Source: an optimization exercise on an open RTL-to-GDS flow (aim: small area, a short achievable clock period and few clock cycles per item). Production flows keep margins and buffers that such runs may drop.

==> job 4681 <==
==> flow/design.v <==
package resizer_pkg;
   localparam int FRAME_W = 8;              
   localparam int FRAME_H = 6;              
   localparam int COL_W   = 4;              
   localparam int ROW_W   = 3;              
   localparam int ADDR_W  = 6;              
   localparam int TAP_OUTER  = -1;          
   localparam int TAP_INNER  = 9;           
   localparam int ROUND_ADD  = 128;         
   localparam int NORM_SHIFT = 8;           
   typedef struct packed {
      logic [7:0] b;
      logic [7:0] g;
      logic [7:0] r;
   } pixel_t;
   typedef struct packed {
      pixel_t row0;                         
      pixel_t row1;                         
      pixel_t row2;                         
      pixel_t row3;                         
   } column_t;
   localparam int COLUMN_BITS = 4 * 24;     
   typedef struct packed {
      logic col_valid;                      
      logic eol;                            
      logic eof;                            
   } beat_tag_t;
endpackage
`timescale 1ns/10ps
module bicubic_resizer (
   input  logic        i_clk,
   input  logic        i_rstn,
   input  logic [31:0] i_s_data,               
   input  logic        i_s_valid,
   output logic        o_s_ready,
   output resizer_pkg::pixel_t      o_m_data,
   output logic        o_m_valid,
   output logic        o_m_eol,
   output logic        o_m_eof,
   input  logic        i_m_ready
);
   logic [23:0] in_pix;
   logic        in_v;
   logic [23:0] r0 [8];
   logic [23:0] r1 [8];
   logic [23:0] r2 [8];
   logic [2:0] x;           
   logic [2:0] r;           
   logic [2:0] vc;          
   logic       fl;          
   logic       prev;        
   logic       prow5;       
   logic       tpend;       
   logic       tis5;        
   logic       sk_v;        
   logic       adv;         
   assign adv = ~sk_v;
   logic       pending;
   logic       st_norm, st_fl, st_any;    
   logic [2:0] c;           
   logic       vstep;       
   logic       tonly;       
   logic       vrow5;
   logic       first;
   assign pending = prev | tpend;
   assign first   = ~fl;
   assign c       = fl ? vc : x;
   assign vstep   = st_norm ? ((r >= 3'd2) | prev) : prev;
   assign tonly   = st_fl & ~prev & tpend & (c < 3'd2);
   assign vrow5   = prev & prow5;
   function automatic logic [4:0] tap_sel(input logic pv, input logic p5, input logic [2:0] rr,
                                          input logic lt);
      logic t, b4, b5a, b5b;
      t   = ~pv & (rr == 3'd2);
      b4  = pv & ~p5;
      b5a = pv & p5 & (rr[0] | lt);
      b5b = pv & p5 & ~(rr[0] | lt);
      tap_sel = {t | b5b, b5b, b5a, b5a, b4 | b5b};    
   endfunction
   logic sel_a1, sel_b0, sel_c1, sel_d1, sel_d0;
   logic [23:0] h0, h1, h2;
   logic [23:0] ta, tb, tc, td;
   assign h0 = r0[0];
   assign h1 = r1[0];
   assign h2 = r2[0];
   assign ta = sel_a1 ? h1 : h2;
   assign tb = sel_b0 ? h0 : h1;
   assign tc = sel_c1 ? h1 : h0;
   assign td = sel_d1 ? h1 : (sel_d0 ? h0 : in_pix);
   logic       e_em, e_hv, e_t0, e_c0, e_c7, e_sub, e_eol, e_eof;
   always_comb begin
      e_em  = 1'b0;
      e_hv  = 1'b0;
      e_t0  = 1'b0;
      e_eol = 1'b0;
      e_eof = 1'b0;
      e_c0  = (c == 3'd0);
      e_c7  = (c == 3'd7);
      e_sub = (c >= 3'd2);
      if (st_any && vstep) begin
         e_hv = 1'b1;
         e_em = (c >= 3'd2) | tpend;
      end else if (st_any && tonly) begin
         e_t0 = (c == 3'd0);
         e_em = 1'b1;
      end
      if (c == 3'd1 && tpend) begin
         e_eol = 1'b1;
         e_eof = tis5;
      end
   end
   always_ff @(posedge i_clk) begin
      if (st_any) begin
         for (int j = 0; j < 7; j++) begin
            r0[j] <= r0[j+1];
            r1[j] <= r1[j+1];
            r2[j] <= r2[j+1];
         end
         r0[7] <= st_fl ? r0[0] : in_pix;
         r1[7] <= st_fl ? r1[0] : r0[0];
         r2[7] <= st_fl ? r2[0] : r1[0];
      end
   end
   logic       prev_n, prow5_n, tpend_n, tis5_n, fl_n;
   logic [2:0] x_n, r_n, vc_n;
   always_comb begin
      prev_n  = prev;
      prow5_n = prow5;
      tpend_n = tpend;
      tis5_n  = tis5;
      x_n     = x;
      r_n     = r;
      vc_n    = vc;
      if (st_any) begin
         if (vstep && c == 3'd7) begin
            tpend_n = 1'b1;
            tis5_n  = vrow5;
            if (vrow5) prev_n = 1'b0;
            if (prev) prow5_n = 1'b1;
         end else if ((vstep || tonly) && c == 3'd1) begin
            tpend_n = 1'b0;
         end
         if (st_norm && x == 3'd7 && r == 3'd5) begin
            prev_n  = 1'b1;
            prow5_n = 1'b0;
         end
      end
      if (st_norm) begin
         x_n = x + 3'd1;
         if (x == 3'd7) r_n = (r == 3'd5) ? 3'd0 : r + 3'd1;
      end
      if (st_fl) vc_n = c + 3'd1;
      fl_n = fl;
      if (st_fl) fl_n = !(!prev_n && !tpend_n && (c + 3'd1 == x));
   end
   always_ff @(posedge i_clk) begin
      if (!i_rstn) begin
         x     <= '0;
         r     <= '0;
         vc    <= '0;
         fl    <= 1'b0;
         prev  <= 1'b0;
         prow5 <= 1'b0;
         tpend <= 1'b0;
         tis5  <= 1'b0;
         {sel_a1, sel_b0, sel_c1, sel_d1, sel_d0} <= '0;
      end else begin
         x     <= x_n;
         r     <= r_n;
         vc    <= vc_n;
         fl    <= fl_n;
         prev  <= prev_n;
         prow5 <= prow5_n;
         tpend <= tpend_n;
         tis5  <= tis5_n;
         {sel_a1, sel_b0, sel_c1, sel_d1, sel_d0} <= tap_sel(prev_n, prow5_n, r_n, fl_n & (vc_n < x_n));
      end
   end
   logic take, in_v_n, sk_v_n, hd_free;
   assign take    = o_s_ready & i_s_valid;
   assign in_v_n  = take | (in_v & ~st_norm);
   always_ff @(posedge i_clk) begin
      if (~in_v | st_norm) in_pix <= i_s_data[23:0];     
   end
   always_ff @(posedge i_clk) begin
      if (!i_rstn) begin
         in_v      <= 1'b0;
         o_s_ready <= 1'b1;
         st_norm   <= 1'b0;
         st_fl     <= 1'b0;
         st_any    <= 1'b0;
      end else begin
         in_v      <= in_v_n;
         o_s_ready <= ~in_v_n | (~sk_v_n & ~fl_n);
         st_norm   <= ~sk_v_n & ~fl_n & in_v_n;
         st_fl     <= ~sk_v_n & (fl_n | (~in_v_n & (prev_n | tpend_n)));
         st_any    <= ~sk_v_n & (fl_n | in_v_n | prev_n | tpend_n);
      end
   end
   logic [2:0][8:0] p1_bc, p1_ad;
   logic p1_em, p1_hv, p1_t0, p1_c0, p1_c7, p1_sub, p1_eol, p1_eof;
   always_ff @(posedge i_clk) begin
      if (adv) begin
         for (int ch = 0; ch < 3; ch++) begin
            p1_bc[ch] <= {1'b0, tb[ch*8 +: 8]} + {1'b0, tc[ch*8 +: 8]};
            p1_ad[ch] <= {1'b0, ta[ch*8 +: 8]} + {1'b0, td[ch*8 +: 8]};
         end
         p1_c0  <= e_c0;
         p1_c7  <= e_c7;
         p1_sub <= e_sub;
         p1_eol <= e_eol;
         p1_eof <= e_eof;
      end
   end
   logic signed [13:0] vs [3];
   logic p2_em, p2_hv, p2_t0, p2_sub, p2_eol, p2_eof;
   logic p2_c0, p2_nc0, p2_nc07;
   always_ff @(posedge i_clk) begin
      if (adv && p1_hv) begin
         for (int ch = 0; ch < 3; ch++)
            vs[ch] <= $signed({1'b0, p1_bc[ch], 3'b000}) + $signed({4'b0, p1_bc[ch]})
                      - $signed({4'b0, p1_ad[ch]}) + 14'sd8;
      end
   end
   always_ff @(posedge i_clk) begin
      if (adv) begin
         p2_c0   <= p1_c0;
         p2_nc0  <= ~p1_c0;
         p2_nc07 <= ~(p1_c0 | p1_c7);
         p2_sub <= p1_sub;
         p2_eol <= p1_eol;
         p2_eof <= p1_eof;
      end
   end
   logic signed [17:0] q1 [3];
   logic signed [16:0] q2 [3];
   logic signed [13:0] q3 [3];
   logic [2:0][9:0]    p3_acc;                  
   logic p3_em, p3_eol, p3_eof;
   logic signed [17:0] q1_a [3], q1_b [3], q1_n [3], bt [3];
   logic signed [16:0] q2_b [3], q2_c [3], q2_n [3];
   always_comb begin
      for (int ch = 0; ch < 3; ch++) begin
         q1_a[ch] = p2_c0 ? (18'(q3[ch]) <<< 3) : (18'(vs[ch]) <<< 3);
         q1_b[ch] = p2_nc07 ? 18'(vs[ch]) : 18'sd0;
         q1_n[ch] = 18'(q2[ch]) + q1_a[ch] + q1_b[ch];
         q2_b[ch] = p2_nc0 ? 17'(vs[ch]) : 17'sd0;
         q2_c[ch] = p2_nc0 ? 17'(q3[ch]) : 17'sd0;
         q2_n[ch] = (17'(vs[ch]) <<< 3) + q2_b[ch] - q2_c[ch];
         bt[ch]   = q1[ch] - (p2_sub ? 18'(vs[ch]) : 18'sd0);
      end
   end
   always_ff @(posedge i_clk) begin
      if (adv) begin
         for (int ch = 0; ch < 3; ch++) begin
            if (p2_hv || p2_t0) q1[ch] <= q1_n[ch];
            if (p2_hv) begin
               q2[ch] <= q2_n[ch];
               q3[ch] <= vs[ch];
            end
            p3_acc[ch] <= bt[ch][17:8];
         end
         p3_eol <= p2_eol;
         p3_eof <= p2_eof;
      end
   end
   always_ff @(posedge i_clk) begin
      if (!i_rstn) begin
         p1_em <= 1'b0;
         p1_hv <= 1'b0;
         p1_t0 <= 1'b0;
         p2_em <= 1'b0;
         p2_hv <= 1'b0;
         p2_t0 <= 1'b0;
         p3_em <= 1'b0;
      end else if (adv) begin
         p1_em <= e_em;
         p1_hv <= e_hv;
         p1_t0 <= e_t0;
         p2_em <= p1_em;
         p2_hv <= p1_hv;
         p2_t0 <= p1_t0;
         p3_em <= p2_em;
      end
   end
   function automatic logic [7:0] clip(input logic [9:0] acc);    
      if (acc[9])      clip = 8'd0;
      else if (acc[8]) clip = 8'd255;
      else             clip = acc[7:0];
   endfunction
   logic [25:0] pushd;
   logic [25:0] sk;
   logic        push;
   assign pushd   = {p3_eol, p3_eof, clip(p3_acc[2]), clip(p3_acc[1]), clip(p3_acc[0])};
   assign push    = adv & p3_em;
   assign hd_free = ~o_m_valid | i_m_ready;
   assign sk_v_n  = ~hd_free & (sk_v | push);
   always_ff @(posedge i_clk) begin
      if (!i_rstn) begin
         o_m_valid <= 1'b0;
         sk_v      <= 1'b0;
      end else begin
         sk_v <= sk_v_n;
         if (hd_free) o_m_valid <= sk_v | push;
      end
   end
   always_ff @(posedge i_clk) begin
      if (hd_free) {o_m_eol, o_m_eof, o_m_data} <= sk_v ? sk : pushd;
      if (push) sk <= pushd;
   end
endmodule
==> flow/run.sh <==
#!/bin/bash
# synth_recipe.tcl (not shown) runs the flow's synth.tcl, then flattens the netlist and writes it again
# the make line also repeats each setting of config.mk as NAME=value (left out here)
make -C /OpenROAD-flow-scripts/flow DESIGN_CONFIG=/design/flow/config.mk WORK_HOME=/design/flow/orfs CLKGATE_MAP_FILE= SYNTH_SCRIPT=/design/flow/synth_recipe.tcl finish
==> flow/config.mk <==
export PLATFORM = sky130hd
export DESIGN_NAME = bicubic_resizer
export DESIGN_NICKNAME = bicubic_resizer
export VERILOG_FILES = /design/flow/design.v
export SDC_FILE = /design/flow/constraint.sdc
export NUM_CORES = 4
export LEC_CHECK = 0
export ABC_AREA = 1
export CAP_MARGIN = 20
export CORE_MARGIN = 2
export CORE_UTILIZATION = 40
export CTS_CLUSTER_DIAMETER = 100
export CTS_CLUSTER_SIZE = 32
export SETUP_SLACK_MARGIN = 5
export SLEW_MARGIN = 20
==> flow/constraint.sdc <==
create_clock -name core_clock -period 8.0 [get_ports {i_clk}]
set_input_delay 1.6000 -clock core_clock [delete_from_list [all_inputs] [get_ports {i_clk}]]
set_output_delay 1.6000 -clock core_clock [all_outputs]
set_load 0.01 [all_outputs]
==> job 2509: changes against job 4681 <==
--- a/flow/design.v
+++ b/flow/design.v
@@ -89,22 +89,35 @@
    assign td = sel_d1 ? h1 : (sel_d0 ? h0 : in_pix);
-   logic       e_em, e_hv, e_t0, e_c0, e_c7, e_sub, e_eol, e_eof;
+   logic       e_em, e_sh, e_eol, e_eof;
+   logic       e_a1, e_b2, e_c1, e_d2, e_d1;    
    always_comb begin
       e_em  = 1'b0;
-      e_hv  = 1'b0;
-      e_t0  = 1'b0;
+      e_sh  = 1'b0;
       e_eol = 1'b0;
       e_eof = 1'b0;
-      e_c0  = (c == 3'd0);
-      e_c7  = (c == 3'd7);
-      e_sub = (c >= 3'd2);
-      if (st_any && vstep) begin
-         e_hv = 1'b1;
-         e_em = (c >= 3'd2) | tpend;
-      end else if (st_any && tonly) begin
-         e_t0 = (c == 3'd0);
-         e_em = 1'b1;
-      end
-      if (c == 3'd1 && tpend) begin
-         e_eol = 1'b1;
-         e_eof = tis5;
+      e_a1  = 1'b0;
+      e_b2  = 1'b0;
+      e_c1  = 1'b0;
+      e_d2  = 1'b0;
+      e_d1  = 1'b0;
+      if (st_any && (vstep || tonly)) begin
+         e_sh = 1'b1;
+         if (c >= 3'd2) begin
+            e_em = vstep;
+            e_a1 = (c == 3'd2);                           
+         end else if (tpend) begin
+            e_em  = 1'b1;
+            e_eol = (c == 3'd1);
+            e_eof = (c == 3'd1) & tis5;
+            if (c == 3'd0) begin
+               e_d2 = 1'b1;                              
+            end else if (tonly && first) begin
+               e_sh = 1'b0;                              
+               e_a1 = 1'b1;
+               e_b2 = 1'b1;
+               e_d2 = 1'b1;
+            end else begin
+               e_c1 = 1'b1;                              
+               e_d1 = 1'b1;
+            end
+         end
       end
@@ -200,3 +213,3 @@
    logic [2:0][8:0] p1_bc, p1_ad;
-   logic p1_em, p1_hv, p1_t0, p1_c0, p1_c7, p1_sub, p1_eol, p1_eof;
+   logic p1_em, p1_sh, p1_eol, p1_eof, p1_a1, p1_b2, p1_c1, p1_d2, p1_d1;
    always_ff @(posedge i_clk) begin
@@ -207,17 +220,22 @@
          end
-         p1_c0  <= e_c0;
-         p1_c7  <= e_c7;
-         p1_sub <= e_sub;
          p1_eol <= e_eol;
          p1_eof <= e_eof;
+         p1_a1  <= e_a1;
+         p1_b2  <= e_b2;
+         p1_c1  <= e_c1;
+         p1_d2  <= e_d2;
+         p1_d1  <= e_d1;
       end
    end
-   logic signed [13:0] vs [3];
-   logic p2_em, p2_hv, p2_t0, p2_sub, p2_eol, p2_eof;
-   logic p2_c0, p2_nc0, p2_nc07;
+   logic signed [13:0] xw [4][3];      
+   logic p2_em, p2_eol, p2_eof, p2_a1, p2_b2, p2_c1, p2_d2, p2_d1;
    always_ff @(posedge i_clk) begin
-      if (adv && p1_hv) begin
-         for (int ch = 0; ch < 3; ch++)
-            vs[ch] <= $signed({1'b0, p1_bc[ch], 3'b000}) + $signed({4'b0, p1_bc[ch]})
-                      - $signed({4'b0, p1_ad[ch]}) + 14'sd8;
+      if (adv && p1_sh) begin
+         for (int ch = 0; ch < 3; ch++) begin
+            xw[0][ch] <= xw[1][ch];
+            xw[1][ch] <= xw[2][ch];
+            xw[2][ch] <= xw[3][ch];
+            xw[3][ch] <= $signed({1'b0, p1_bc[ch], 3'b000}) + $signed({4'b0, p1_bc[ch]})
+                         - $signed({4'b0, p1_ad[ch]});
+         end
       end
@@ -226,26 +244,21 @@
       if (adv) begin
-         p2_c0   <= p1_c0;
-         p2_nc0  <= ~p1_c0;
-         p2_nc07 <= ~(p1_c0 | p1_c7);
-         p2_sub <= p1_sub;
          p2_eol <= p1_eol;
          p2_eof <= p1_eof;
+         p2_a1  <= p1_a1;
+         p2_b2  <= p1_b2;
+         p2_c1  <= p1_c1;
+         p2_d2  <= p1_d2;
+         p2_d1  <= p1_d1;
       end
    end
-   logic signed [17:0] q1 [3];
-   logic signed [16:0] q2 [3];
-   logic signed [13:0] q3 [3];
-   logic [2:0][9:0]    p3_acc;                  
+   logic signed [14:0] p3_u [3];
+   logic signed [14:0] p3_w [3];
    logic p3_em, p3_eol, p3_eof;
-   logic signed [17:0] q1_a [3], q1_b [3], q1_n [3], bt [3];
-   logic signed [16:0] q2_b [3], q2_c [3], q2_n [3];
+   logic signed [13:0] ha [3], hb [3], hc [3], hd [3];
    always_comb begin
       for (int ch = 0; ch < 3; ch++) begin
-         q1_a[ch] = p2_c0 ? (18'(q3[ch]) <<< 3) : (18'(vs[ch]) <<< 3);
-         q1_b[ch] = p2_nc07 ? 18'(vs[ch]) : 18'sd0;
-         q1_n[ch] = 18'(q2[ch]) + q1_a[ch] + q1_b[ch];
-         q2_b[ch] = p2_nc0 ? 17'(vs[ch]) : 17'sd0;
-         q2_c[ch] = p2_nc0 ? 17'(q3[ch]) : 17'sd0;
-         q2_n[ch] = (17'(vs[ch]) <<< 3) + q2_b[ch] - q2_c[ch];
-         bt[ch]   = q1[ch] - (p2_sub ? 18'(vs[ch]) : 18'sd0);
+         ha[ch] = p2_a1 ? xw[1][ch] : xw[0][ch];
+         hb[ch] = p2_b2 ? xw[2][ch] : xw[1][ch];
+         hc[ch] = p2_c1 ? xw[1][ch] : xw[2][ch];
+         hd[ch] = p2_d1 ? xw[1][ch] : (p2_d2 ? xw[2][ch] : xw[3][ch]);
       end
@@ -255,8 +268,4 @@
          for (int ch = 0; ch < 3; ch++) begin
-            if (p2_hv || p2_t0) q1[ch] <= q1_n[ch];
-            if (p2_hv) begin
-               q2[ch] <= q2_n[ch];
-               q3[ch] <= vs[ch];
-            end
-            p3_acc[ch] <= bt[ch][17:8];
+            p3_u[ch] <= 15'(hb[ch]) + 15'(hc[ch]);
+            p3_w[ch] <= 15'(ha[ch]) + 15'(hd[ch]) - 15'sd128;
          end
@@ -266,2 +275,12 @@
    end
+   logic signed [17:0] p4_acc [3];
+   logic p4_em, p4_eol, p4_eof;
+   always_ff @(posedge i_clk) begin
+      if (adv) begin
+         for (int ch = 0; ch < 3; ch++)
+            p4_acc[ch] <= (18'(p3_u[ch]) <<< 3) + 18'(p3_u[ch]) - 18'(p3_w[ch]);
+         p4_eol <= p3_eol;
+         p4_eof <= p3_eof;
+      end
+   end
    always_ff @(posedge i_clk) begin
@@ -269,22 +288,18 @@
          p1_em <= 1'b0;
-         p1_hv <= 1'b0;
-         p1_t0 <= 1'b0;
+         p1_sh <= 1'b0;
          p2_em <= 1'b0;
-         p2_hv <= 1'b0;
-         p2_t0 <= 1'b0;
          p3_em <= 1'b0;
+         p4_em <= 1'b0;
       end else if (adv) begin
          p1_em <= e_em;
-         p1_hv <= e_hv;
-         p1_t0 <= e_t0;
+         p1_sh <= e_sh;
          p2_em <= p1_em;
-         p2_hv <= p1_hv;
-         p2_t0 <= p1_t0;
          p3_em <= p2_em;
+         p4_em <= p3_em;
       end
    end
-   function automatic logic [7:0] clip(input logic [9:0] acc);    
-      if (acc[9])      clip = 8'd0;
-      else if (acc[8]) clip = 8'd255;
-      else             clip = acc[7:0];
+   function automatic logic [7:0] clip(input logic signed [17:0] acc);
+      if (acc[17])      clip = 8'd0;
+      else if (acc[16]) clip = 8'd255;
+      else              clip = acc[15:8];
    endfunction
@@ -293,4 +308,4 @@
    logic        push;
-   assign pushd   = {p3_eol, p3_eof, clip(p3_acc[2]), clip(p3_acc[1]), clip(p3_acc[0])};
-   assign push    = adv & p3_em;
+   assign pushd   = {p4_eol, p4_eof, clip(p4_acc[2]), clip(p4_acc[1]), clip(p4_acc[0])};
+   assign push    = adv & p4_em;
    assign hd_free = ~o_m_valid | i_m_ready;
ABC_AREA = not set   (was 1)
CORE_UTILIZATION = 65   (was 40)
CTS_CLUSTER_DIAMETER = not set   (was 100)
CTS_CLUSTER_SIZE = not set   (was 32)
PLACE_DENSITY = 0.75   (was not set)
==> job 3804: changes against job 4681 <==
--- a/flow/design.v
+++ b/flow/design.v
@@ -42,3 +42,3 @@
    logic [23:0] in_pix;
-   logic        in_v;
+   assign in_pix = i_s_data[23:0];                
    logic [23:0] r0 [8];
@@ -58,3 +58,4 @@
    logic       pending;
-   logic       st_norm, st_fl, st_any;    
+   logic       st_norm, st_fl, st_any;
+   logic       fl_go, fl_may;                 
    logic [2:0] c;           
@@ -67,2 +68,5 @@
    assign c       = fl ? vc : x;
+   assign st_norm = o_s_ready & i_s_valid;
+   assign st_fl   = fl_go | (fl_may & ~i_s_valid);
+   assign st_any  = st_norm | st_fl;
    assign vstep   = st_norm ? ((r >= 3'd2) | prev) : prev;
@@ -178,21 +182,12 @@
    end
-   logic take, in_v_n, sk_v_n, hd_free;
-   assign take    = o_s_ready & i_s_valid;
-   assign in_v_n  = take | (in_v & ~st_norm);
-   always_ff @(posedge i_clk) begin
-      if (~in_v | st_norm) in_pix <= i_s_data[23:0];     
-   end
+   logic sk_v_n, hd_free;
    always_ff @(posedge i_clk) begin
       if (!i_rstn) begin
-         in_v      <= 1'b0;
          o_s_ready <= 1'b1;
-         st_norm   <= 1'b0;
-         st_fl     <= 1'b0;
-         st_any    <= 1'b0;
+         fl_go     <= 1'b0;
+         fl_may    <= 1'b0;
       end else begin
-         in_v      <= in_v_n;
-         o_s_ready <= ~in_v_n | (~sk_v_n & ~fl_n);
-         st_norm   <= ~sk_v_n & ~fl_n & in_v_n;
-         st_fl     <= ~sk_v_n & (fl_n | (~in_v_n & (prev_n | tpend_n)));
-         st_any    <= ~sk_v_n & (fl_n | in_v_n | prev_n | tpend_n);
+         o_s_ready <= ~sk_v_n & ~fl_n;
+         fl_go     <= ~sk_v_n & fl_n;
+         fl_may    <= ~sk_v_n & ~fl_n & (prev_n | tpend_n);
       end
@@ -215,4 +210,3 @@
    logic signed [13:0] vs [3];
-   logic p2_em, p2_hv, p2_t0, p2_sub, p2_eol, p2_eof;
-   logic p2_c0, p2_nc0, p2_nc07;
+   logic p2_em, p2_hv, p2_t0, p2_c0, p2_c7, p2_sub, p2_eol, p2_eof;
    always_ff @(posedge i_clk) begin
@@ -226,5 +220,4 @@
       if (adv) begin
-         p2_c0   <= p1_c0;
-         p2_nc0  <= ~p1_c0;
-         p2_nc07 <= ~(p1_c0 | p1_c7);
+         p2_c0  <= p1_c0;
+         p2_c7  <= p1_c7;
          p2_sub <= p1_sub;
@@ -237,4 +230,2 @@
    logic signed [13:0] q3 [3];
-   logic [2:0][9:0]    p3_acc;                  
-   logic p3_em, p3_eol, p3_eof;
    logic signed [17:0] q1_a [3], q1_b [3], q1_n [3], bt [3];
@@ -244,6 +235,6 @@
          q1_a[ch] = p2_c0 ? (18'(q3[ch]) <<< 3) : (18'(vs[ch]) <<< 3);
-         q1_b[ch] = p2_nc07 ? 18'(vs[ch]) : 18'sd0;
+         q1_b[ch] = (p2_c0 | p2_c7) ? 18'sd0 : 18'(vs[ch]);
          q1_n[ch] = 18'(q2[ch]) + q1_a[ch] + q1_b[ch];
-         q2_b[ch] = p2_nc0 ? 17'(vs[ch]) : 17'sd0;
-         q2_c[ch] = p2_nc0 ? 17'(q3[ch]) : 17'sd0;
+         q2_b[ch] = p2_c0 ? 17'sd0 : 17'(vs[ch]);
+         q2_c[ch] = p2_c0 ? 17'sd0 : 17'(q3[ch]);
          q2_n[ch] = (17'(vs[ch]) <<< 3) + q2_b[ch] - q2_c[ch];
@@ -260,6 +251,3 @@
             end
-            p3_acc[ch] <= bt[ch][17:8];
          end
-         p3_eol <= p2_eol;
-         p3_eof <= p2_eof;
       end
@@ -274,3 +262,2 @@
          p2_t0 <= 1'b0;
-         p3_em <= 1'b0;
       end else if (adv) begin
@@ -282,3 +269,2 @@
          p2_t0 <= p1_t0;
-         p3_em <= p2_em;
       end
@@ -293,4 +279,4 @@
    logic        push;
-   assign pushd   = {p3_eol, p3_eof, clip(p3_acc[2]), clip(p3_acc[1]), clip(p3_acc[0])};
-   assign push    = adv & p3_em;
+   assign pushd   = {p2_eol, p2_eof, clip(bt[2][17:8]), clip(bt[1][17:8]), clip(bt[0][17:8])};
+   assign push    = adv & p2_em;
    assign hd_free = ~o_m_valid | i_m_ready;
CTS_CLUSTER_DIAMETER = not set   (was 100)
CTS_CLUSTER_SIZE = not set   (was 32)
==> qor summary <==
quantity	job 3804	job 4681	job 2509
Final Net Count	4757	4476	3883
Startpoint of the lowest-slack register-to-register path	p2_c0	p2_c0	p2_a1
Total Wirelength	94900 µm	83500 µm	88200 µm
Post-DR wirelength/cell	16.1 µm	15.0 µm	19.4 µm
Transition time at the pin with the least slew margin	996 ps	1140 ps	1040 ps
M1 wire length	44300 µm	41100 µm	39600 µm
Min-Delay Startpoint	r2[1][7]	r0[6][7]	r0[1][16]
Starting density of the core	40.3%	40.3%	65.5%
Placement row count	124	125	99
Tap cells	1512	1524	959
Final GP Congestion	0.861	0.845	0.891
Overall track demand over capacity in global routing	15.7%	13.6%	22.0%
Outcome	timing/DRC/antenna clean	timing/DRC/antenna clean	timing/DRC/antenna clean
No run of this note included a check of the RTL's function; only the layout flow was run.

[static timing again, ports no longer ideal]
The results above use ideal ports. As a check the final layouts listed here were re-extracted and re-timed, cells and wires unchanged.
Step 1 sets driving cells, clkbuf_16 on the clock port and buf_2 on the other inputs (assumed; they add their load-dependent delay and slew).
Step 2 times the ports against the registers' clock, not the clock port: input delays grow and output delays shrink by t, the midpoint of the rising clock arrivals with the driver on.
Three values: no drivers, after step 1, after step 2; two values: the first two.
run | t, ns | slack for setup (ns) | worst setup path at the end | clock arrival spread, ns
job 4681 | 0.689 | 5.058 / 5.045 / 4.840 | input to register | 0.036 / 0.036
job 2509 | 0.704 | 4.694 / 4.694 / 4.694 | register to register | 0.026 / 0.025
job 3804 | 0.726 | 4.837 / 4.837 / 4.378 | input to register | 0.035 / 0.035
After both steps every run listed still meets setup and hold. For job 3804, which loses most, drivers alone change the setup slack by 0.000 ns; drivers and shift together by -0.459 ns.
